What follows belongs to an exercise in optimizing a design on an open flow for small area, a short achievable clock period and few clock cycles per item; a production flow would make more cautious choices. Only simulation tests tie the RTL to the original design; equivalence was not proved.

==> flow/design.v <==
module two_link_ik_pd_joint_control (
	input  logic               clk,
	input  logic               arst_n,
	input  logic               in_valid,
	output logic               in_stall,
	input  logic signed [15:0] shoulder_angle,
	input  logic signed [15:0] elbow_angle,
	output logic               out_valid,
	input  logic               out_stall,
	output logic signed [23:0] shoulder_torque,
	output logic signed [23:0] elbow_torque,
	output logic signed [15:0] shoulder_target,
	output logic signed [15:0] elbow_target,
	output logic               target_reachable,
	input  logic               cfg_valid,
	output logic               cfg_ready,
	input  logic [2:0]         cfg_index,
	input  logic [15:0]        cfg_data
);
	localparam int AW = 62;           
	localparam int CW = 61;           
	localparam int ANGLE_LIMIT = 25736;
	localparam logic signed [17:0] PI_Z = 18'sd25735;
	function automatic logic [12:0] atan_q13(input logic [3:0] i);
		case (i)
			4'd0:  atan_q13 = 13'd6433;
			4'd1:  atan_q13 = 13'd3798;
			4'd2:  atan_q13 = 13'd2006;
			4'd3:  atan_q13 = 13'd1018;
			4'd4:  atan_q13 = 13'd511;
			4'd5:  atan_q13 = 13'd255;
			4'd6:  atan_q13 = 13'd127;
			4'd7:  atan_q13 = 13'd63;
			4'd8:  atan_q13 = 13'd31;
			4'd9:  atan_q13 = 13'd15;
			4'd10: atan_q13 = 13'd7;
			4'd11: atan_q13 = 13'd3;
			4'd12: atan_q13 = 13'd1;
			default: atan_q13 = 13'd0;
		endcase
	endfunction
	logic signed [15:0] px_q, py_q;
	logic [13:0]        l1_q, l2_q, kp_q, kd_q;
	logic               cfg_we, ik_restart;
	assign cfg_we     = cfg_valid;
	assign ik_restart = cfg_we && (cfg_index[2:2] == 1'b0);
	always_ff @(posedge clk or negedge arst_n) begin
		if (!arst_n) begin
			px_q <= 16'sd3277;
			py_q <= 16'sd0;
			l1_q <= 14'd1638;
			l2_q <= 14'd1638;
			kp_q <= 14'd2560;
			kd_q <= 14'd256;
		end else if (cfg_we) begin
			case (cfg_index)
				3'd0: px_q <= cfg_data;
				3'd1: py_q <= cfg_data;
				3'd2: l1_q <= cfg_data[13:0];
				3'd3: l2_q <= cfg_data[13:0];
				3'd4: kp_q <= cfg_data[13:0];
				3'd5: kd_q <= cfg_data[13:0];
				default: ;
			endcase
		end
	end
	typedef enum logic [2:0] {
		S_IDLE, S_SQ, S_DIV, S_MSQ, S_SQRT, S_KXY
	} sstate_t;
	sstate_t            ss_q;
	logic [4:0]         sc_q;        
	logic               ik_valid_q;
	logic               ok_q;
	logic signed [15:0] th1_q, th2_q;
	logic signed [17:0] ma_q, mb_q;
	logic signed [35:0] mp_q;
	logic               t1_v, t1_init, t1_den, t2_v, t2_init, t2_den;
	logic [1:0]         t1_isel, t1_sh, t2_isel, t2_sh;
	logic signed [AW-1:0] acc_q;
	logic [29:0]        den_q;
	logic [32:0]        rem_q;
	logic [28:0]        qm_q;        
	logic [28:0]        rt_q;        
	logic               neg_q;       
	logic signed [43:0] k1_q, k2_q;
	logic signed [CW-1:0] xh_q;
	logic signed [CW-1:0] cx_q, cy_q;
	logic signed [17:0]   cz_q;
	logic [3:0]           ci_q;
	logic                 crun_q, cfin_q, czero_q, cdst_q;
	logic [2:0]         tp_q;        
	logic signed [15:0] as_q, ae_q, prev_s_q, prev_e_q;
	logic signed [23:0] ts_q, teh_q;
	logic               staged_q;
	logic               out_valid_q;
	logic signed [23:0] ost_q, oet_q;
	logic               t1_tq4_q, t2_tq4_q;    
	logic               t1_tq2_q, t2_tq2_q;    
	logic accept;
	assign in_stall = !(ik_valid_q && (tp_q == 3'd0 || tp_q == 3'd4) && !out_valid_q && !staged_q);
	assign accept   = in_valid && !in_stall;
	logic signed [17:0] op_a, op_b;
	logic               op_v, op_init, op_den;
	logic [1:0]         op_isel, op_sh;
	logic signed [29:0] c2_w;
	logic [11:0]        mh_w;
	logic [16:0]        ml_w;
	assign c2_w = neg_q ? -$signed({1'b0, qm_q}) : $signed({1'b0, qm_q});
	assign mh_w = qm_q[28:17];
	assign ml_w = qm_q[16:0];
	always_comb begin
		op_a    = '0;
		op_b    = '0;
		op_v    = 1'b0;
		op_init = 1'b0;
		op_den  = 1'b0;
		op_isel = 2'd0;
		op_sh   = 2'd0;
		if (tp_q != 3'd0) begin
			op_v = 1'b1;
			case (tp_q)
				3'd1: begin op_a = $signed({4'b0, kp_q}); op_b = 18'(th1_q) - 18'(as_q); op_init = 1'b1; op_isel = 2'd3; end
				3'd2: begin op_a = $signed({4'b0, kd_q}); op_b = 18'(prev_s_q) - 18'(as_q); end
				3'd3: begin op_a = $signed({4'b0, kp_q}); op_b = 18'(th2_q) - 18'(ae_q); op_init = 1'b1; op_isel = 2'd3; end
				default: begin op_a = $signed({4'b0, kd_q}); op_b = 18'(prev_e_q) - 18'(ae_q); end
			endcase
		end else begin
			case (ss_q)
				S_SQ: begin
					op_v = (sc_q <= 5'd4);
					case (sc_q)
						5'd0: begin op_a = $signed({4'b0, l1_q}); op_b = $signed({4'b0, l2_q}); op_den = 1'b1; end
						5'd1: begin op_a = 18'(px_q); op_b = 18'(px_q); op_init = 1'b1; end
						5'd2: begin op_a = 18'(py_q); op_b = 18'(py_q); end
						5'd3: begin op_a = $signed({4'b0, l1_q}); op_b = -$signed({4'b0, l1_q}); end
						default: begin op_a = $signed({4'b0, l2_q}); op_b = -$signed({4'b0, l2_q}); end
					endcase
				end
				S_MSQ: begin
					op_v = (sc_q <= 5'd2);
					case (sc_q)
						5'd0: begin op_a = $signed({6'b0, mh_w}); op_b = -$signed({6'b0, mh_w}); op_init = 1'b1; op_isel = 2'd1; op_sh = 2'd2; end
						5'd1: begin op_a = $signed({5'b0, mh_w, 1'b0}); op_b = -$signed({1'b0, ml_w}); op_sh = 2'd1; end
						default: begin op_a = $signed({1'b0, ml_w}); op_b = -$signed({1'b0, ml_w}); end
					endcase
				end
				S_KXY: begin
					op_v = (sc_q <= 5'd16) && (sc_q != 5'd4);
					case (sc_q)
						5'd0: begin op_a = $signed({4'b0, l2_q}); op_b = -$signed({1'b0, rt_q[16:0]}); op_init = 1'b1; end
						5'd1: begin op_a = $signed({4'b0, l2_q}); op_b = -$signed({6'b0, rt_q[28:17]}); op_sh = 2'd1; end
						5'd2: begin op_a = $signed({4'b0, l2_q}); op_b = $signed({1'b0, c2_w[16:0]}); op_init = 1'b1; op_isel = 2'd2; end
						5'd3: begin op_a = $signed({4'b0, l2_q}); op_b = 18'($signed(c2_w[29:17])); op_sh = 2'd1; end
						5'd5: begin op_a = $signed({1'b0, k2_q[16:0]}); op_b = 18'(py_q); op_init = 1'b1; end
						5'd6: begin op_a = $signed({1'b0, k2_q[33:17]}); op_b = 18'(py_q); op_sh = 2'd1; end
						5'd7: begin op_a = 18'($signed(k2_q[43:34])); op_b = 18'(py_q); op_sh = 2'd2; end
						5'd8: begin op_a = $signed({1'b0, k1_q[16:0]}); op_b = 18'(px_q); end
						5'd9: begin op_a = $signed({1'b0, k1_q[33:17]}); op_b = 18'(px_q); op_sh = 2'd1; end
						5'd10: begin op_a = 18'($signed(k1_q[43:34])); op_b = 18'(px_q); op_sh = 2'd2; end
						5'd11: begin op_a = $signed({1'b0, k2_q[16:0]}); op_b = -(18'(px_q)); op_init = 1'b1; end
						5'd12: begin op_a = $signed({1'b0, k2_q[33:17]}); op_b = -(18'(px_q)); op_sh = 2'd1; end
						5'd13: begin op_a = 18'($signed(k2_q[43:34])); op_b = -(18'(px_q)); op_sh = 2'd2; end
						5'd14: begin op_a = $signed({1'b0, k1_q[16:0]}); op_b = 18'(py_q); end
						5'd15: begin op_a = $signed({1'b0, k1_q[33:17]}); op_b = 18'(py_q); op_sh = 2'd1; end
						default: begin op_a = 18'($signed(k1_q[43:34])); op_b = 18'(py_q); op_sh = 2'd2; end
					endcase
				end
				default: ;
			endcase
		end
	end
	logic signed [AW-1:0] acc_base, acc_add, acc_next;
	always_comb begin
		if (t2_init) begin
			case (t2_isel)
				2'd0: acc_base = '0;
				2'd1: acc_base = AW'(1) <<< 56;
				2'd2: acc_base = $signed({1'b0, l1_q}) <<< 28;
				default: acc_base = AW'(128);
			endcase
		end else begin
			acc_base = acc_q;
		end
		case (t2_sh)
			2'd0: acc_add = AW'(mp_q);
			2'd1: acc_add = AW'(mp_q) <<< 17;
			default: acc_add = AW'(mp_q) <<< 34;
		endcase
		acc_next = acc_base + acc_add;
	end
	logic signed [23:0] tq_sat;
	always_comb begin
		if (acc_next[AW-1] == 1'b0 && acc_next[AW-2:31] != '0)
			tq_sat = 24'sh7FFFFF;
		else if (acc_next[AW-1] == 1'b1 && acc_next[AW-2:31] != '1)
			tq_sat = -24'sh800000;
		else
			tq_sat = acc_next[31:8];
	end
	logic [32:0] ds_r0, ds_r1, ds_r2, ds_d0, ds_d1;
	logic [28:0] ds_q1, ds_q2;
	logic        ds_ge0, ds_ge1, sq_mode;
	logic [33:0] ds_diff0, ds_diff1;
	assign sq_mode = (ss_q == S_SQRT);
	always_comb begin
		if (sq_mode) begin
			ds_r0 = {rem_q[30:0], acc_q[59:58]};
			ds_d0 = {2'b0, rt_q, 2'b01};
		end else begin
			ds_r0 = {rem_q[31:0], 1'b0};
			ds_d0 = {3'b0, den_q};
		end
		ds_diff0 = {1'b0, ds_r0} - {1'b0, ds_d0};
		ds_ge0   = !ds_diff0[33];
		ds_r1    = ds_ge0 ? ds_diff0[32:0] : ds_r0;
		ds_q1    = sq_mode ? {rt_q[27:0], ds_ge0} : {qm_q[27:0], ds_ge0};
		if (sq_mode) begin
			ds_r2 = {ds_r1[30:0], acc_q[57:56]};
			ds_d1 = {2'b0, ds_q1, 2'b01};
		end else begin
			ds_r2 = {ds_r1[31:0], 1'b0};
			ds_d1 = {3'b0, den_q};
		end
		ds_diff1 = {1'b0, ds_r2} - {1'b0, ds_d1};
		ds_ge1   = !ds_diff1[33];
		ds_q2    = {ds_q1[27:0], ds_ge1};
	end
	logic signed [33:0] num_w, den_w;
	assign num_w = acc_q[33:0];
	assign den_w = $signed({4'b0, den_q});
	logic                 cload;
	logic [1:0]           csrc;       
	logic signed [CW-1:0] sx_w, sy_w, cxs, cys, cx_n, cy_n;
	logic                 cpos;
	logic signed [17:0]   cres, cz12;
	always_comb begin
		case (csrc)
			2'd0: begin sx_w = CW'(c2_w); sy_w = $signed({1'b0, rt_q}); end
			2'd1: begin sx_w = xh_q; sy_w = acc_q[CW-1:0]; end
			default: begin sx_w = CW'(px_q); sy_w = CW'(py_q); end
		endcase
	end
	assign cxs  = cx_q >>> ci_q;
	assign cys  = cy_q >>> ci_q;
	assign cpos = (cy_q > 0);
	assign cx_n = cpos ? cx_q + cys : cx_q - cys;
	assign cy_n = cpos ? cy_q - cxs : cy_q + cxs;
	always_comb begin
		cz12 = cpos ? cz_q + 18'sd1 : cz_q - 18'sd1;
		if (czero_q)
			cres = '0;
		else if (cz12 > 18'sd25736)
			cres = 18'sd25736;
		else if (cz12 < -18'sd25736)
			cres = -18'sd25736;
		else
			cres = cz12;
	end
	always_comb begin
		cload = 1'b0;
		csrc  = 2'd0;
		case (ss_q)
			S_SQ: if (sc_q == 5'd7 && !(num_w < den_w)) begin cload = 1'b1; csrc = 2'd2; end
			S_KXY: begin
				if (sc_q == 5'd0) begin cload = 1'b1; csrc = 2'd0; end
				if (sc_q == 5'd19) begin cload = 1'b1; csrc = 2'd1; end
			end
			default: ;
		endcase
	end
	always_ff @(posedge clk or negedge arst_n) begin
		if (!arst_n) begin
			ss_q        <= S_IDLE;
			sc_q        <= '0;
			ik_valid_q  <= 1'b1;
			ok_q        <= 1'b0;
			th1_q       <= '0;
			th2_q       <= '0;
			t1_v        <= 1'b0;
			t2_v        <= 1'b0;
			t1_tq4_q    <= 1'b0;
			t2_tq4_q    <= 1'b0;
			t1_tq2_q    <= 1'b0;
			t2_tq2_q    <= 1'b0;
			crun_q      <= 1'b0;
			cfin_q      <= 1'b0;
			cdst_q      <= 1'b0;
			tp_q        <= '0;
			prev_s_q    <= '0;
			prev_e_q    <= '0;
			staged_q    <= 1'b0;
			out_valid_q <= 1'b0;
		end else begin
			if (ik_restart) begin
				ss_q       <= S_SQ;
				sc_q       <= '0;
				ik_valid_q <= 1'b0;
				crun_q     <= 1'b0;
				cfin_q     <= 1'b0;
			end else begin
				sc_q <= sc_q + 1'b1;
				case (ss_q)
					S_SQ: if (sc_q == 5'd7) begin
						sc_q <= '0;
						ok_q <= (num_w < den_w);
						if (!(num_w < den_w)) begin
							th2_q <= '0;
							ss_q  <= S_IDLE;
						end else if (den_q == '0 || num_w >= den_w || num_w <= -den_w) begin
							ss_q <= S_MSQ;
						end else begin
							ss_q <= S_DIV;
						end
					end
					S_DIV: if (sc_q == 5'd13) begin sc_q <= '0; ss_q <= S_MSQ; end
					S_MSQ: if (sc_q == 5'd4) begin sc_q <= '0; ss_q <= S_SQRT; end
					S_SQRT: if (sc_q == 5'd14) begin sc_q <= '0; ss_q <= S_KXY; end
					S_KXY: if (sc_q == 5'd19) begin sc_q <= '0; ss_q <= S_IDLE; end
					default: sc_q <= '0;
				endcase
				cfin_q <= 1'b0;
				if (cload) begin
					crun_q <= 1'b1;
					cdst_q <= (csrc != 2'd0);
				end else if (crun_q && ci_q == 4'd11) begin
					crun_q <= 1'b0;
					cfin_q <= 1'b1;
				end
				if (cfin_q) begin
					if (cdst_q) begin
						th1_q      <= 16'(cres);
						ik_valid_q <= 1'b1;
					end else begin
						th2_q <= -(16'(cres));
					end
				end
			end
			t1_v     <= op_v && !ik_restart;
			t2_v     <= t1_v && !ik_restart;
			t1_tq4_q <= (tp_q == 3'd4);
			t2_tq4_q <= t1_tq4_q;
			t1_tq2_q <= (tp_q == 3'd2);
			t2_tq2_q <= t1_tq2_q;
			if (accept)
				tp_q <= 3'd1;
			else if (tp_q != 3'd0)
				tp_q <= (tp_q == 3'd4) ? 3'd0 : tp_q + 1'b1;
			if (tp_q == 3'd2)
				prev_s_q <= as_q;
			if (tp_q == 3'd4)
				prev_e_q <= ae_q;
			if (out_valid_q && !out_stall)
				out_valid_q <= 1'b0;
			if (t2_v && t2_tq4_q) begin
				if (!out_valid_q || !out_stall) begin
					out_valid_q <= 1'b1;
				end else begin
					staged_q <= 1'b1;
				end
			end else if (staged_q && (!out_valid_q || !out_stall)) begin
				out_valid_q <= 1'b1;
				staged_q    <= 1'b0;
			end
		end
	end
	always_ff @(posedge clk) begin
		ma_q    <= op_a;
		mb_q    <= op_b;
		t1_init <= op_init;
		t1_isel <= op_isel;
		t1_sh   <= op_sh;
		t1_den  <= op_den;
		mp_q    <= ma_q * mb_q;
		t2_init <= t1_init;
		t2_isel <= t1_isel;
		t2_sh   <= t1_sh;
		t2_den  <= t1_den;
		if (accept) begin
			as_q <= shoulder_angle;
			ae_q <= elbow_angle;
		end
		if (t2_v && !t2_den)
			acc_q <= acc_next;
		else if (sq_mode)
			acc_q <= acc_q <<< 4;
		if (t2_v && t2_den)
			den_q <= 30'(mp_q) <<< 1;
		if (t2_v && t2_tq2_q)
			ts_q <= tq_sat;
		if (t2_v && t2_tq4_q)
			teh_q <= tq_sat;
		if (t2_v && t2_tq4_q && (!out_valid_q || !out_stall)) begin
			ost_q <= ts_q;
			oet_q <= tq_sat;
		end else if (staged_q && (!out_valid_q || !out_stall)) begin
			ost_q <= ts_q;
			oet_q <= teh_q;
		end
		if (ss_q == S_SQ && sc_q == 5'd7) begin
			rem_q <= {2'b0, num_w[33] ? 31'(-num_w) : num_w[30:0]};
			neg_q <= num_w[33];
			if (den_q == '0 || num_w >= den_w) begin
				qm_q  <= 29'd1 << 28;
				neg_q <= 1'b0;
			end else if (num_w <= -den_w) begin
				qm_q  <= 29'd1 << 28;
				neg_q <= 1'b1;
			end else begin
				qm_q <= '0;
			end
		end else if (ss_q == S_DIV) begin
			rem_q <= ds_diff1[33] ? ds_r2 : ds_diff1[32:0];
			qm_q  <= ds_q2;
		end else if (sq_mode) begin
			rem_q <= ds_diff1[33] ? ds_r2 : ds_diff1[32:0];
			rt_q  <= ds_q2;
		end
		if (ss_q == S_MSQ) begin
			rem_q <= '0;
			rt_q  <= '0;
		end
		if (ss_q == S_KXY && sc_q == 5'd4)
			k2_q <= acc_q[43:0];
		if (ss_q == S_KXY && sc_q == 5'd6)
			k1_q <= acc_q[43:0];
		if (ss_q == S_KXY && sc_q == 5'd13)
			xh_q <= acc_q[CW-1:0];
		if (cload) begin
			czero_q <= (sx_w == '0) && (sy_w == '0);
			ci_q    <= '0;
			if (sx_w < 0) begin
				cx_q <= -sx_w;
				cy_q <= -sy_w;
				cz_q <= (sy_w >= 0) ? PI_Z : -PI_Z;
			end else begin
				cx_q <= sx_w;
				cy_q <= sy_w;
				cz_q <= '0;
			end
		end else if (crun_q) begin
			ci_q <= ci_q + 1'b1;
			cx_q <= cx_n;
			cy_q <= cy_n;
			cz_q <= cpos ? cz_q + $signed({5'b0, atan_q13(ci_q)}) : cz_q - $signed({5'b0, atan_q13(ci_q)});
		end
	end
	assign cfg_ready        = 1'b1;
	assign out_valid        = out_valid_q;
	assign shoulder_torque  = ost_q;
	assign elbow_torque     = oet_q;
	assign shoulder_target  = th1_q;
	assign elbow_target     = th2_q;
	assign target_reachable = ok_q;
endmodule
==> flow/run.sh <==
#!/bin/bash
# synth_recipe.tcl (not shown) runs the flow's synth.tcl, then flattens the netlist and writes it again
# the make line also repeats each setting of config.mk as NAME=value (left out here)
make -C /OpenROAD-flow-scripts/flow DESIGN_CONFIG=/design/flow/config.mk WORK_HOME=/design/flow/orfs CLKGATE_MAP_FILE= SYNTH_SCRIPT=/design/flow/synth_recipe.tcl finish
==> flow/config.mk <==
export PLATFORM = sky130hd
export DESIGN_NAME = two_link_ik_pd_joint_control
export DESIGN_NICKNAME = two_link_ik_pd_joint_control
export VERILOG_FILES = /design/flow/design.v
export SDC_FILE = /design/flow/constraint.sdc
export NUM_CORES = 4
export LEC_CHECK = 0
export CAP_MARGIN = 20
export CORE_MARGIN = 2
export CORE_UTILIZATION = 40
export SLEW_MARGIN = 20
==> flow/constraint.sdc <==
create_clock -name core_clock -period 10.0 [get_ports {clk}]
set_input_delay 2.0000 -clock core_clock [delete_from_list [all_inputs] [get_ports {clk}]]
set_output_delay 2.0000 -clock core_clock [all_outputs]
set_load 0.01 [all_outputs]
==> summary.txt <==
worst max-delay path, delay by kind of cell (launching register included):
family | cells | cell delay (ps)
AOI/OAI and AO/OA | 17 | 4240
DFF | 1 | 620
adders and majority gates | 2 | 700
buffers and inverters | 4 | 1090
and+or+nand+nor | 9 | 2500
Yosys cell counts (116+ instances only):
library cell,instances
xnor2_1,419
a31oi_1,116
nand2_1,1067
nor3_1,192
mux2_2,196
dfrtp_1,153
fa_1,338
dfxtp_1,162
mux2i_1,152
xor2_1,266
mux4_2,125
inv_1,638
edfxtp_1,539
nand3_1,155
a21oi_1,763
clkbuf_1,453
a21o_1,223
and2_1,185
nor2_1,634
o21ai_0,653
ha_1,491
routing by layer:
metal | global-route usage | part of all wire | up-vias
li1 | - | - | 34280
met1 | 0.432 | 0.42 | 37777
met2 | 0.463 | 0.43 | 3701
met3 | 0.0542 | 0.088 | 658
met4 | 0.166 | 0.061 | 6
met5 | 0 | 0.00011 | -
registers in the layout, summed over array words and instances, names as in the netlist, 24 cells and up, named ones only:
name / flops
xh_q: 61
cx_q: 61
qm_q: 29
rem_q: 32
ost_q: 24
k1_q: 44
ts_q: 24
k2_q: 44
rt_q: 29
teh_q: 24
cy_q: 61
oet_q: 24
den_q: 29
acc_q: 62
mp_q: 36
per-stage QoR:
step,instance area [um2],util,hold slack (ps)
final,92900,0.443,328
after CTS,92800,0.443,327
after global routing,92900,0.443,335
after global placement,88900,0.424,313
after floorplan,84300,-,310
after detailed placement,89000,0.424,312
worst max-delay path by stage:
stage,endpoint
5_1_grt,rem_q[1]
3_5_place_dp,rem_q[1]
2_1_floorplan,rem_q[13]
3_3_place_gp,rem_q[1]
6_report,rem_q[1]
4_1_cts,rem_q[1]
kinds of logic (layout without fill, tap and decap cells):
kind of cell | Yosys count | after routing
AO/OA/AOI/OAI | 2581 | 2581
XOR/XNOR | 685 | 685
adder cells (fa/ha/maj) | 829 | 829
buffers and inverters | 1182 | 1195
flip-flops | 877 | 877
multiplexers | 488 | 488
other | 1 | 24
AND/OR/NAND/NOR | 2932 | 2932
layout make-up:
cell class                      count  area [um2]  share of cell area
Multi-Input combinational cell   7516       56200               0.605
Sequential cell                   877       23900               0.257
Tap cell                         2805        3510              0.0378
Timing Repair Buffer              347        3000              0.0323
Clock buffer                      136        2940              0.0317
Inverter                          642        2410              0.0260
Clock inverter                     70         951              0.0102
Antenna cell                       23        57.6            0.000619
==> summary.txt <==
Worst setup path
  • Critical Path Fanout Max: 30
  • R2R setup slack: 750 ps
  • CP Capture Type: flip-flop
  • Worst EP required: 10690 ps
  • CP max-delay cell: or3b_4
  • CP max stage delay: roughly 630 ps
  • Worst r2r path cells: 32
  • Worst reg2reg path startpoint: ss_q[2]
  • Worst Path Class, Setup: reg -> reg
  • Crit path DAT: slightly below 10000 ps
  • CP startpoint kind: flip-flop
  • Crit. Startpoint: ss_q[2]
  • R2R Path End: rem_q[1]
  • CP dominant cell by count: o21ai_0

Global route
  • First-pass GRT wire length: 502000 um
  • Vias in the first global route: 72972
  • Total track usage: 0.312
  • Initial antenna violation count: 30
  • Remaining global-route overflow: 0
  • Pin count of the biggest net entering global routing: 108

Clocking
  • CTS tree: yes
  • Clock-pin slew on the worst setup and hold paths: 60 ps
  • CTS sink cnt: 877
  • PostCTS Resize Cnt: 0
  • Inserted Clock Buffers: 108
  • H-tree levels: 3
  • Hold-fix buffers, CTS: 0
  • Latest clock arrival within the worst-skew pair: 850 ps
  • Setup bufs post-CTS: 0
  • Clk Tree Root Cell: clkbuf_16
  • Max Root-Sink Buffers: 3

Timing
  • Final TNS setup: 0 ps
  • Final worst-path cycle share: 0.925
  • Unrepaired setup endpoints after global routing: false
  • Slew HR: 0.164
  • Crit path time final: 9250 ps
  • Clock Skews: just over 100 ps
  • Slew @ Worst Pin: 1250 ps
  • Fmax: 108 MHz
  • # setup viols final: 0
  • Final hold vios: 0
  • Max-slew violations: 0
  • Worst setup margin: about 750 ps

Layout
  • Most frequent cells in the layout: nand2_1, a21oi_1, o21ai_0, inv_1, nor2_1
  • Most common cell after layout, fill and taps aside: nand2_1
  • Share of cells above drive strength 1: 0.0908
  • Syn-to-layout area delta: 10.3%
  • Number of fill cells: between 20000 and 25000
  • Fin nets: 10377
  • Fin cells: 12416

Floorplanning
  • Die area: 214000 um2
  • Initial Utilization: 0.402
  • Die W: roughly 460 um
  • Die Y: 463 um
  • Site row count: about 170
  • CORE AREA: 210000 um2
  • I/O pin count: 140

Worst hold path
  • Hold path depth: 0
  • Hold EP: t2_isel[1]
  • Worst Hold Class: reg -> reg
  • Hold Startpoint: t1_isel[1]

Synth
  • Synth Area in Adders: 0.153
  • Mux share of post-synthesis cell area: 0.0823
  • Number of synthesized flops with an enable pin: 539
  • XOR/XNOR share of the synthesized area: 0.0712
  • Post-synthesis register bit count: 877
  • Synth area leaders: edfxtp_1, fa_1, ha_1
  • Synth Instances: 9575
  • Post-synth cell types: 106
  • Syn avg cell area: 8.80 um2
  • Synth top area share: 0.192
  • Syn. warnings: 1
  • Syn Nets: around 10000
  • Synthesized area: 84300 um2
  • Simple-gate area share of the yosys netlist: 0.165
  • Asr flop ratio synth: 0.201
  • Synth area leader: edfxtp_1
  • Main synth FF type: edfxtp_1
  • Main combinational cell family by area after synthesis: compound AO/OA/AOI/OAI gates
  • Compound-Gate Fraction of Synth Area: 0.191
  • Sequential area share after synthesis: 0.283

Place
  • Global placer's final weighted congestion: 1.03
  • DP HPWL: 268000 um
  • Post-Place Worst Slack: 914 ps
  • Post-Place Cells: 12186
  • I/O Buffers: about 140

Detailed routing
  • Initial DRC count: 8611
  • DR WL/cell: 27.8 um
  • Via Count: 76422
  • DRC: 0
  • WL final: approximately 340000 um
  • DR vias/cell: 6.16
  • Remaining antenna violation count: 0
  • First-pass iteration count of the detailed router: 8

Job
  • Max-cap violations: 0

Status
  • Outcome: timing/DRC/antenna clean
Testbench counts, summed over its fixed seeds: cycles 19,014, items 1,271.

-- port drivers added, routing unchanged --
How much do the figures lean on ideal ports? The routed layout below was timed once more, with nothing changed but the port constraints. Step 1, drivers: a clkbuf_16 drives clk and a buf_2 each remaining input, both assumed. Step 2 times the ports against the registers' clock, not the clock port: input delays grow and output delays shrink by t, the midpoint of the rising clock arrivals with the driver on. a / b / c = ideal ports / drivers / drivers and shift; a / b = the first two.
t (ns): 0.883
setup slack, ns: 0.749 / 0.749 / 0.749
worst hold slack (ns): 0.328 / 0.328 / 0.328
clock arrival spread, ns: 0.101 / 0.101
After both steps setup and hold are still met in this run. The setup slack of this run moves by 0.000 ns with the drivers and by 0.000 ns with both steps.
